Background: an optimization exercise with open tools, aiming at small area and a short achievable clock period. Do not read the settings as production practice. The RTL of this run was laid out without a check of its function. No activity file was given, so power comes from the tool's default toggle rates.

[design/flow/design.v]
package axi_txn_sig_pkg;
    localparam int SIG_W = 32;    
    localparam int SLOTS = 16;    
endpackage
module axi_txn_sig_capture (
    input  logic        aclk,
    input  logic        rst,
    input  logic        awvalid,
    input  logic        awready,
    input  logic        wvalid,
    input  logic        wready,
    input  logic        wlast,
    input  logic [63:0] wdata,
    input  logic        cmp,
    output logic        cmd_push,
    output logic        sig_push,
    output logic [31:0] fold,        
    output logic [31:0] acc_rot,     
    output logic [8:0]  beats_inc,   
    output logic        join_v,
    output logic        rec_valid,
    output logic        drop,
    output logic        empty_nx,
    output logic [15:0] wc_oh,
    output logic [15:0] ws_oh,
    output logic [15:0] j_oh
);
    logic        aw_hs, w_hs, last_hs;
    logic [31:0] acc, acc_next;
    logic [8:0]  beats;
    assign aw_hs     = awvalid && awready;
    assign w_hs      = wvalid && wready;
    assign last_hs   = w_hs && wlast;
    assign fold      = wdata[31:0] ^ wdata[63:32];
    assign acc_rot   = {acc[30:0], acc[31]};
    assign acc_next  = acc_rot ^ fold;
    assign beats_inc = beats + 9'd1;
    logic [3:0] c_cnt, s_cnt, r_cnt, c_nx, s_nx, r_nx;
    logic       c_ne, c_full, s_ne, s_full, r_ne, r_full;
    logic       store, take;
    assign join_v    = c_ne && s_ne && !r_full;
    assign rec_valid = r_ne || join_v;
    assign cmd_push  = aw_hs && (!c_full || join_v);
    assign sig_push  = last_hs && (!s_full || join_v);
    assign drop      = (aw_hs && !cmd_push) || (last_hs && !sig_push);
    assign store     = join_v && (r_ne || !cmp);
    assign take      = cmp && r_ne;
    assign c_nx = c_cnt + {3'd0, cmd_push} - {3'd0, join_v};
    assign s_nx = s_cnt + {3'd0, sig_push} - {3'd0, join_v};
    assign r_nx = r_cnt + {3'd0, store} - {3'd0, take};
    assign empty_nx = (c_nx == 4'd0) && (s_nx == 4'd0) && (r_nx == 4'd0) &&
                      (w_hs ? (wlast || beats == 9'd511) : (beats == 9'd0));
    always_ff @(posedge aclk) begin
        if (rst) begin
            acc    <= '0;
            beats  <= '0;
            c_cnt  <= '0;
            s_cnt  <= '0;
            r_cnt  <= '0;
            c_ne   <= 1'b0;
            c_full <= 1'b0;
            s_ne   <= 1'b0;
            s_full <= 1'b0;
            r_ne   <= 1'b0;
            r_full <= 1'b0;
            wc_oh  <= 16'd1;
            ws_oh  <= 16'd1;
            j_oh   <= 16'd1;
        end else begin
            if (w_hs) begin
                acc   <= wlast ? '0 : acc_next;
                beats <= wlast ? '0 : beats_inc;
            end
            c_cnt  <= c_nx;
            s_cnt  <= s_nx;
            r_cnt  <= r_nx;
            c_ne   <= c_nx != 4'd0;
            c_full <= c_nx == 4'd8;
            s_ne   <= s_nx != 4'd0;
            s_full <= s_nx == 4'd8;
            r_ne   <= r_nx != 4'd0;
            r_full <= r_nx == 4'd8;
            if (cmd_push) wc_oh <= {wc_oh[14:0], wc_oh[15]};
            if (sig_push) ws_oh <= {ws_oh[14:0], ws_oh[15]};
            if (join_v)   j_oh  <= {j_oh[14:0], j_oh[15]};
        end
    end
endmodule
module axi_txn_sig_scoreboard (
    input  logic        aclk,
    input  logic        aresetn,
    input  logic        clr,
    input  logic        u_awvalid,
    input  logic        u_awready,
    input  logic [31:0] u_awaddr,
    input  logic [7:0]  u_awlen,
    input  logic        u_wvalid,
    input  logic        u_wready,
    input  logic        u_wlast,
    input  logic [63:0] u_wdata,
    input  logic        d_awvalid,
    input  logic        d_awready,
    input  logic [31:0] d_awaddr,
    input  logic [7:0]  d_awlen,
    input  logic        d_wvalid,
    input  logic        d_wready,
    input  logic        d_wlast,
    input  logic [63:0] d_wdata,
    output logic [15:0] pass_cnt,
    output logic [15:0] fail_cnt,
    output logic        mismatch,
    output logic [31:0] first_fail_addr,
    output logic        overflow,
    output logic        len_err,
    output logic        idle
);
    logic rst;
    assign rst = !aresetn || clr;
    logic        cmp;
    logic        u_cpush, u_spush, u_join, u_rv, u_drop, u_enx;
    logic        d_cpush, d_spush, d_join, d_rv, d_drop, d_enx;
    logic [31:0] u_fold, u_arot, d_fold, d_arot;
    logic [8:0]  u_binc, d_binc;
    logic [15:0] u_wc, u_ws, u_j, d_wc, d_ws, d_j;
    axi_txn_sig_capture u_cap (
        .aclk(aclk), .rst(rst),
        .awvalid(u_awvalid), .awready(u_awready),
        .wvalid(u_wvalid), .wready(u_wready), .wlast(u_wlast), .wdata(u_wdata),
        .cmp(cmp), .cmd_push(u_cpush), .sig_push(u_spush),
        .fold(u_fold), .acc_rot(u_arot), .beats_inc(u_binc),
        .join_v(u_join), .rec_valid(u_rv), .drop(u_drop), .empty_nx(u_enx),
        .wc_oh(u_wc), .ws_oh(u_ws), .j_oh(u_j)
    );
    axi_txn_sig_capture d_cap (
        .aclk(aclk), .rst(rst),
        .awvalid(d_awvalid), .awready(d_awready),
        .wvalid(d_wvalid), .wready(d_wready), .wlast(d_wlast), .wdata(d_wdata),
        .cmp(cmp), .cmd_push(d_cpush), .sig_push(d_spush),
        .fold(d_fold), .acc_rot(d_arot), .beats_inc(d_binc),
        .join_v(d_join), .rec_valid(d_rv), .drop(d_drop), .empty_nx(d_enx),
        .wc_oh(d_wc), .ws_oh(d_ws), .j_oh(d_j)
    );
    assign cmp = u_rv && d_rv;
    logic [15:0][31:0] a_mem;         
    logic [15:0][7:0]  lu_mem, ld_mem;
    logic [15:0]       ceq;           
    logic [15:0][31:0] s_mem;         
    logic [15:0][8:0]  bu_mem, bd_mem;
    logic [15:0]       seq;           
    logic [5:0] dc, ds, dc_nx, ds_nx;
    logic       c_ulag, c_dlag, s_ulag, s_dlag;
    assign dc_nx = dc + {5'd0, u_cpush} - {5'd0, d_cpush};
    assign ds_nx = ds + {5'd0, u_spush} - {5'd0, d_spush};
    logic [15:0] lc_oh, ls_oh;
    logic [31:0] a_l, s_l;
    logic [7:0]  lu_l, ld_l;
    logic [8:0]  bu_l, bd_l;
    logic lc_adv, ls_adv;
    assign lc_adv = c_ulag ? u_cpush : (c_dlag ? d_cpush : (u_cpush && d_cpush));
    assign ls_adv = s_ulag ? u_spush : (s_dlag ? d_spush : (u_spush && d_spush));
    always_comb begin
        a_l  = '0;
        lu_l = '0;
        ld_l = '0;
        s_l  = '0;
        bu_l = '0;
        bd_l = '0;
        for (int k = 0; k < 16; k++) begin
            a_l  = a_l  | (a_mem[k]  & {32{lc_oh[k]}});
            lu_l = lu_l | (lu_mem[k] & {8{lc_oh[k]}});
            ld_l = ld_l | (ld_mem[k] & {8{lc_oh[k]}});
            s_l  = s_l  | (s_mem[k]  & {32{ls_oh[k]}});
            bu_l = bu_l | (bu_mem[k] & {9{ls_oh[k]}});
            bd_l = bd_l | (bd_mem[k] & {9{ls_oh[k]}});
        end
    end
    logic c_eq_u, c_eq_d, c_eq_b, s_eq_u, s_eq_d, s_eq_b;
    assign c_eq_u = (u_awaddr == a_l) && (u_awlen == ld_l);
    assign c_eq_d = (d_awaddr == a_l) && (d_awlen == lu_l);
    assign c_eq_b = (u_awaddr == d_awaddr) && (u_awlen == d_awlen);
    assign s_eq_u = (u_fold == (u_arot ^ s_l)) && (u_binc == bd_l);
    assign s_eq_d = (d_fold == (d_arot ^ s_l)) && (d_binc == bu_l);
    assign s_eq_b = ((u_fold ^ d_fold) == (u_arot ^ d_arot)) && (u_binc == d_binc);
    logic        a_we_u, a_we_d, ceq_we_u, ceq_we_d, ceq_d;
    logic        s_we_u, s_we_d, seq_we_u, seq_we_d, seq_d;
    logic [31:0] a_wd, s_wd;
    assign a_we_u   = u_cpush && !c_ulag;
    assign a_we_d   = d_cpush && (c_ulag || (!c_dlag && !u_cpush));
    assign a_wd     = a_we_u ? u_awaddr : d_awaddr;
    assign ceq_we_u = u_cpush && (c_ulag || (!c_dlag && d_cpush));
    assign ceq_we_d = d_cpush && c_dlag;
    assign ceq_d    = c_ulag ? c_eq_u : (c_dlag ? c_eq_d : c_eq_b);
    assign s_we_u   = u_spush && !s_ulag;
    assign s_we_d   = d_spush && (s_ulag || (!s_dlag && !u_spush));
    assign s_wd     = s_we_u ? (u_arot ^ u_fold) : (d_arot ^ d_fold);
    assign seq_we_u = u_spush && (s_ulag || (!s_dlag && d_spush));
    assign seq_we_d = d_spush && s_dlag;
    assign seq_d    = s_ulag ? s_eq_u : (s_dlag ? s_eq_d : s_eq_b);
    always_ff @(posedge aclk) begin
        for (int k = 0; k < 16; k++) begin
            if ((a_we_u && u_wc[k]) || (a_we_d && d_wc[k])) a_mem[k] <= a_wd;
            if (u_cpush && u_wc[k]) lu_mem[k] <= u_awlen;
            if (d_cpush && d_wc[k]) ld_mem[k] <= d_awlen;
            if ((ceq_we_u && u_wc[k]) || (ceq_we_d && d_wc[k])) ceq[k] <= ceq_d;
            if ((s_we_u && u_ws[k]) || (s_we_d && d_ws[k])) s_mem[k] <= s_wd;
            if (u_spush && u_ws[k]) bu_mem[k] <= u_binc;
            if (d_spush && d_ws[k]) bd_mem[k] <= d_binc;
            if ((seq_we_u && u_ws[k]) || (seq_we_d && d_ws[k])) seq[k] <= seq_d;
        end
    end
    logic [7:0] lu_j, ld_j;
    logic [8:0] bu_j, bd_j;
    always_comb begin
        lu_j = '0;
        ld_j = '0;
        bu_j = '0;
        bd_j = '0;
        for (int k = 0; k < 16; k++) begin
            lu_j = lu_j | (lu_mem[k] & {8{u_j[k]}});
            bu_j = bu_j | (bu_mem[k] & {9{u_j[k]}});
            ld_j = ld_j | (ld_mem[k] & {8{d_j[k]}});
            bd_j = bd_j | (bd_mem[k] & {9{d_j[k]}});
        end
    end
    logic u_bad, d_bad;
    assign u_bad = u_join && (bu_j != ({1'b0, lu_j} + 9'd1));
    assign d_bad = d_join && (bd_j != ({1'b0, ld_j} + 9'd1));
    logic [15:0] k_oh, cand_oh;
    logic [31:0] a_k, cand;
    logic        cand_v, cand_hit, eq;
    always_comb begin
        a_k = '0;
        for (int k = 0; k < 16; k++) a_k = a_k | (a_mem[k] & {32{k_oh[k]}});
    end
    assign eq       = |(ceq & seq & k_oh);
    assign cand_hit = cand_v && |(cand_oh & k_oh);
    always_ff @(posedge aclk) begin
        if (rst) begin
            k_oh     <= 16'd1;
            lc_oh    <= 16'd1;
            ls_oh    <= 16'd1;
            dc       <= '0;
            ds       <= '0;
            c_ulag   <= 1'b0;
            c_dlag   <= 1'b0;
            s_ulag   <= 1'b0;
            s_dlag   <= 1'b0;
            cand_v   <= 1'b0;
            overflow <= 1'b0;
            len_err  <= 1'b0;
            idle     <= 1'b1;
        end else begin
            if (cmp)    k_oh  <= {k_oh[14:0], k_oh[15]};
            if (lc_adv) lc_oh <= {lc_oh[14:0], lc_oh[15]};
            if (ls_adv) ls_oh <= {ls_oh[14:0], ls_oh[15]};
            dc     <= dc_nx;
            ds     <= ds_nx;
            c_ulag <= dc_nx[5];
            c_dlag <= !dc_nx[5] && (dc_nx != 6'd0);
            s_ulag <= ds_nx[5];
            s_dlag <= !ds_nx[5] && (ds_nx != 6'd0);
            if (u_cpush && c_ulag && !c_eq_u && !cand_v) cand_v <= 1'b1;
            else if (cmp && cand_hit)                    cand_v <= 1'b0;
            if (u_drop || d_drop) overflow <= 1'b1;
            if (u_bad || d_bad)   len_err  <= 1'b1;
            idle <= u_enx && d_enx;
        end
    end
    always_ff @(posedge aclk) begin
        if (u_cpush && c_ulag && !cand_v) begin
            cand    <= u_awaddr;
            cand_oh <= u_wc;
        end
    end
    always_ff @(posedge aclk) begin
        if (rst) begin
            pass_cnt        <= '0;
            fail_cnt        <= '0;
            mismatch        <= 1'b0;
            first_fail_addr <= '0;
        end else if (cmp) begin
            if (eq) begin
                if (pass_cnt != 16'hFFFF) pass_cnt <= pass_cnt + 16'd1;
            end else begin
                if (fail_cnt != 16'hFFFF) fail_cnt <= fail_cnt + 16'd1;
                mismatch <= 1'b1;
                if (!mismatch) first_fail_addr <= cand_hit ? cand : a_k;
            end
        end
    end
endmodule
[design/flow/config.mk]
export PLATFORM = sky130hd
export DESIGN_NAME = axi_txn_sig_scoreboard
export DESIGN_NICKNAME = axi_txn_sig_scoreboard
export VERILOG_FILES = /design/flow/design.v
export SDC_FILE = /design/flow/constraint.sdc
export NUM_CORES = 4
export LEC_CHECK = 0
export CAP_MARGIN = 20
export CORE_MARGIN = 2
export CORE_UTILIZATION = 60
export SETUP_SLACK_MARGIN = 3.3
export SLEW_MARGIN = 20
[design/flow/run.sh]
#!/bin/bash
# synth_recipe.tcl (not shown) runs the flow's synth.tcl, then flattens the netlist and writes it again
# the make line also repeats each setting of config.mk as NAME=value (left out here)
make -C /OpenROAD-flow-scripts/flow DESIGN_CONFIG=/design/flow/config.mk WORK_HOME=/design/flow/orfs CLKGATE_MAP_FILE= SYNTH_SCRIPT=/design/flow/synth_recipe.tcl finish
[design/flow/constraint.sdc]
create_clock -name core_clock -period 6.0 [get_ports {aclk}]
set_input_delay 1.2000 -clock core_clock [delete_from_list [all_inputs] [get_ports {aclk}]]
set_output_delay 1.2000 -clock core_clock [all_outputs]
set_load 0.01 [all_outputs]
==> results.txt <==
[cells in the mapped netlist (all sizes together), types with 3 or more instances]
cell type / count / area, sq um
a211o: 6 / 52.55
a211oi: 34 / 255.2
a21o: 8 / 60.06
a21oi: 197 / 989.7
a221oi: 433 / 3817
a22o: 496 / 4344
a22oi: 493 / 3701
a31oi: 7 / 43.79
and2: 18 / 112.6
and3: 14 / 87.58
and4: 34 / 300.3
buf: 133 / 608.1
clkbuf: 294 / 1104
dfxtp: 345 / 6907
edfxtp: 1648 / 49490
fa: 8 / 160.2
ha: 48 / 600.6
inv: 136 / 510.5
mux2: 32 / 360.4
mux2i: 52 / 520.5
nand2: 288 / 1081
nand2b: 7 / 43.79
nand3: 181 / 905.9
nand3b: 12 / 90.09
nand4: 130 / 813.3
nor2: 413 / 1553
nor2b: 9 / 56.30
nor3: 22 / 110.1
nor3b: 5 / 37.54
nor4: 38 / 244.0
nor4b: 3 / 26.28
o21ai: 71 / 359.1
o22ai: 3 / 18.77
o31a: 3 / 26.28
or2: 5 / 31.28
or3: 7 / 43.79
xnor2: 257 / 2251
xor2: 192 / 1689
[kinds of logic after synthesis]
| group | after synthesis | synth area share, % |
|---|---|---|
| AO/OA/AOI/OAI | 1765 | 16.49 |
| XOR/XNOR | 449 | 4.715 |
| adder cells (fa/ha/maj) | 56 | 0.9103 |
| buffers and inverters | 565 | 2.668 |
| flip-flops | 1993 | 67.48 |
| multiplexers | 84 | 1.054 |
| AND/OR/NAND/NOR | 1191 | 6.679 |
[layout make-up]
| cell class | count | area (sq um) |
|---|---|---|
| antenna | 11 | 27.53 |
| clock buffer | 259 | 5458 |
| clock inverter | 109 | 1304 |
| fill | 7812 | 30000 |
| inverter | 138 | 679.4 |
| multi-input combinational | 3606 | 29760 |
| sequential | 1993 | 56640 |
| tap | 1794 | 2245 |
| timing repair buffer | 965 | 11720 |
| timing repair inverter | 1 | 5.005 |
[worst max-delay path, stage by stage (launching register included)]
cell and delay (ns):
dfxtp_4 0.37, buf_12 0.15, buf_8 0.17, a22o_1 0.23, a221oi_1 0.28, nand3_1 0.18, nor2_2 0.28, xor2_2 0.48
nand4_1 0.50, nor4_2 0.32, nand3_1 0.18, a2bb2oi_4 0.20, buf_12 0.16
[timing repair]
item / CTS / global route
pin swaps: 143 / 128
buffers inserted: 284 / 201
gates cloned: 55 / 36
endpoints found under the setup margin: 2674 / 2289
gates resized for setup: 696 / 336
[sequential cells by signal (all words and copies together) (netlist names), 128 cells and up]
signal	cells
s_mem	512
bd_mem	144
bu_mem	144
a_mem	512
ld_mem	128
lu_mem	128
[power by group]
group	internal [mW]	total [mW]	switching, mW
clock network	7.50	13.0	5.54
registers	15.2	15.3	0.0819
logic	1.25	3.24	2.00
[worst paths after layout]
check | startpoint | to | slack, ns
worst max-delay path | lc_oh[0] | ceq[3] | 2.33
worst min-delay path | first_fail_addr[9] | first_fail_addr[9] | 0.48
worst max register to register | lc_oh[0] | ceq[3] | 2.33
worst min register to register | first_fail_addr[9] | first_fail_addr[9] | 0.48
[layer usage]
layer	routed length [um]	GRT usage, %	up-vias
met5	80	0	-
met4	41890	40.69	2
met3	63540	17.84	2406
met2	149200	69.70	7613
met1	110800	58.37	32620
li1	-	-	26000
==> key figures <==
Run status
  – Outcome: complete, no violations

Routing
  – ANT nets after route: 0
  – Initial drt markers: ~14000
  – Wire per inst: roughly 41 um
  – Drt via density: just under 8
  – DRC: 0
  – Drt pass-1 iters: 14
  – Vias: 68640
  – Post-Route WL: 365600 um

Critical path
  – Max FO, Critical Path: 16
  – Worst Path Required: 6.69 ns
  – Crit path kind: reg -> reg
  – Element type at the critical path start: register
  – CP Capture Type: register
  – Reg2Reg Depth: 12
  – WP data arrival: approximately 4.4 ns

STA
  – Final Hold Viols: 0
  – Final worst slack: roughly 2.3 ns
  – Fmax: around 270 MHz
  – Final setup fails: 0
  – Hold_ws: between 0.4 and 0.5 ns
  – Max-slew violation count: 0
  – Final Skew: 0.03881 ns
  – Final worst path period share: between 60 and 70%
  – Worst Max-Slew Pin Slew: around 1.2 ns
  – Clock period minus worst slack: 3.671 ns
  – Setup TNS: 0 ns
  – Worst rel slew slack: 19.90%
  – RSZ-0062 raised after global routing: yes

Logic synthesis
  – Cells after Synth: slightly above 6000
  – Post-synthesis async set-or-reset flop share: 0%
  – Synth Cell Area: 83570 sq um
  – Synth unique cells: between 60 and 70
  – Syn avg cell area: 13.69 sq um
  – Flop and latch count out of synthesis: roughly 2000
  – Seq/Total Area, Yosys: 67.48%
  – EDFF count, synth: around 1600
  – Ys Warns: 2
  – Syn Nets: between 6000 and 7000
  – Top_reg_cell synth: edfxtp_1

Floorplanning
  – Die area: ~140000 sq um
  – Initial core utilization: between 60% and 70%
  – Die width: 377.2 um
  – Row count: approximately 140
  – # IOs: approximately 290
  – Chip Height: 377.2 um
  – Core Area: 137800 sq um

Placement
  – Final Wtd Congestion: about 1
  – Port bufs: ~290
  – Dpl cells: 7921
  – HPWL Detailed: between 150000 and 200000 um
  – DP Area: around 90000 sq um
  – Post-placement worst setup slack: roughly 1.4 ns

Cells and area
  – Area growth, synth to finish: 29.03%
  – Core Util, Final: slightly below 80%
  – Commonest non-fill, non-tap cell in the layout: edfxtp_1
  – Post-route insts no fill: 8876
  – # nets final: roughly 7200
  – Most frequent cells in the layout: edfxtp_1, a22oi_1, a22o_1
  – Design area: roughly 110000 sq um
  – Share of cells above drive strength 1: about a quarter

Global route
  – Total grt overflow: 0
  – Largest net degree at the start of global routing: ~120
  – Number of global-route vias before repair: around 63000
  – Initial antenna violation count: 8
  – First-pass GRT wire length: about 480000 um
  – Total global routing track utilization: between 40 and 50%

CTS
  – TritonCTS Buffers: 197
  – Clock Pin Slew Worst Setup and Hold Paths: ~0.06 ns
  – Clock Latency Late Sink: 0.85 ns
  – CTS tree: yes
  – # H-tree levels: 4
  – CTS hold repair buffers: 0
  – Root Buffer: clkbuf_16
  – Clock Sinks: 1993
  – Clock Tree Buf Depth: 3

Power
  – Overall power: around 32 mW
  – Peak supply drop: 342.7 uV
  – Leakage: about 37 nW
  – Power Density: roughly 290 nW/um^2

Hold path
  – Min-delay worst type: reg -> reg
  – WHS Path Cells: 2

Run
  – Max_cap viols: 0

==> port drivers added, routing unchanged <==
In the flow no input, the clock included, has a driving cell. The finished layout below was timed again as built, in two steps. Step 1 sets driving cells, clkbuf_16 on the clock port and buf_2 on the other inputs (assumed; they add their load-dependent delay and slew). Step 2 also shifts input and output timing later by t, the mid clock arrival at the registers, as if the neighbouring blocks saw the same clock. Slacks: ideal ports / drivers / drivers and shift; pairs: ideal ports / drivers.
t (ns): 0.923
setup slack, ns: 2.329 / 2.329 / 1.935
slew at the worst register clock pin (ns): 0.07 / 0.07
After both steps setup and hold are still met in this run. The setup slack of this run moves by 0.000 ns with the drivers and by -0.394 ns with both steps.
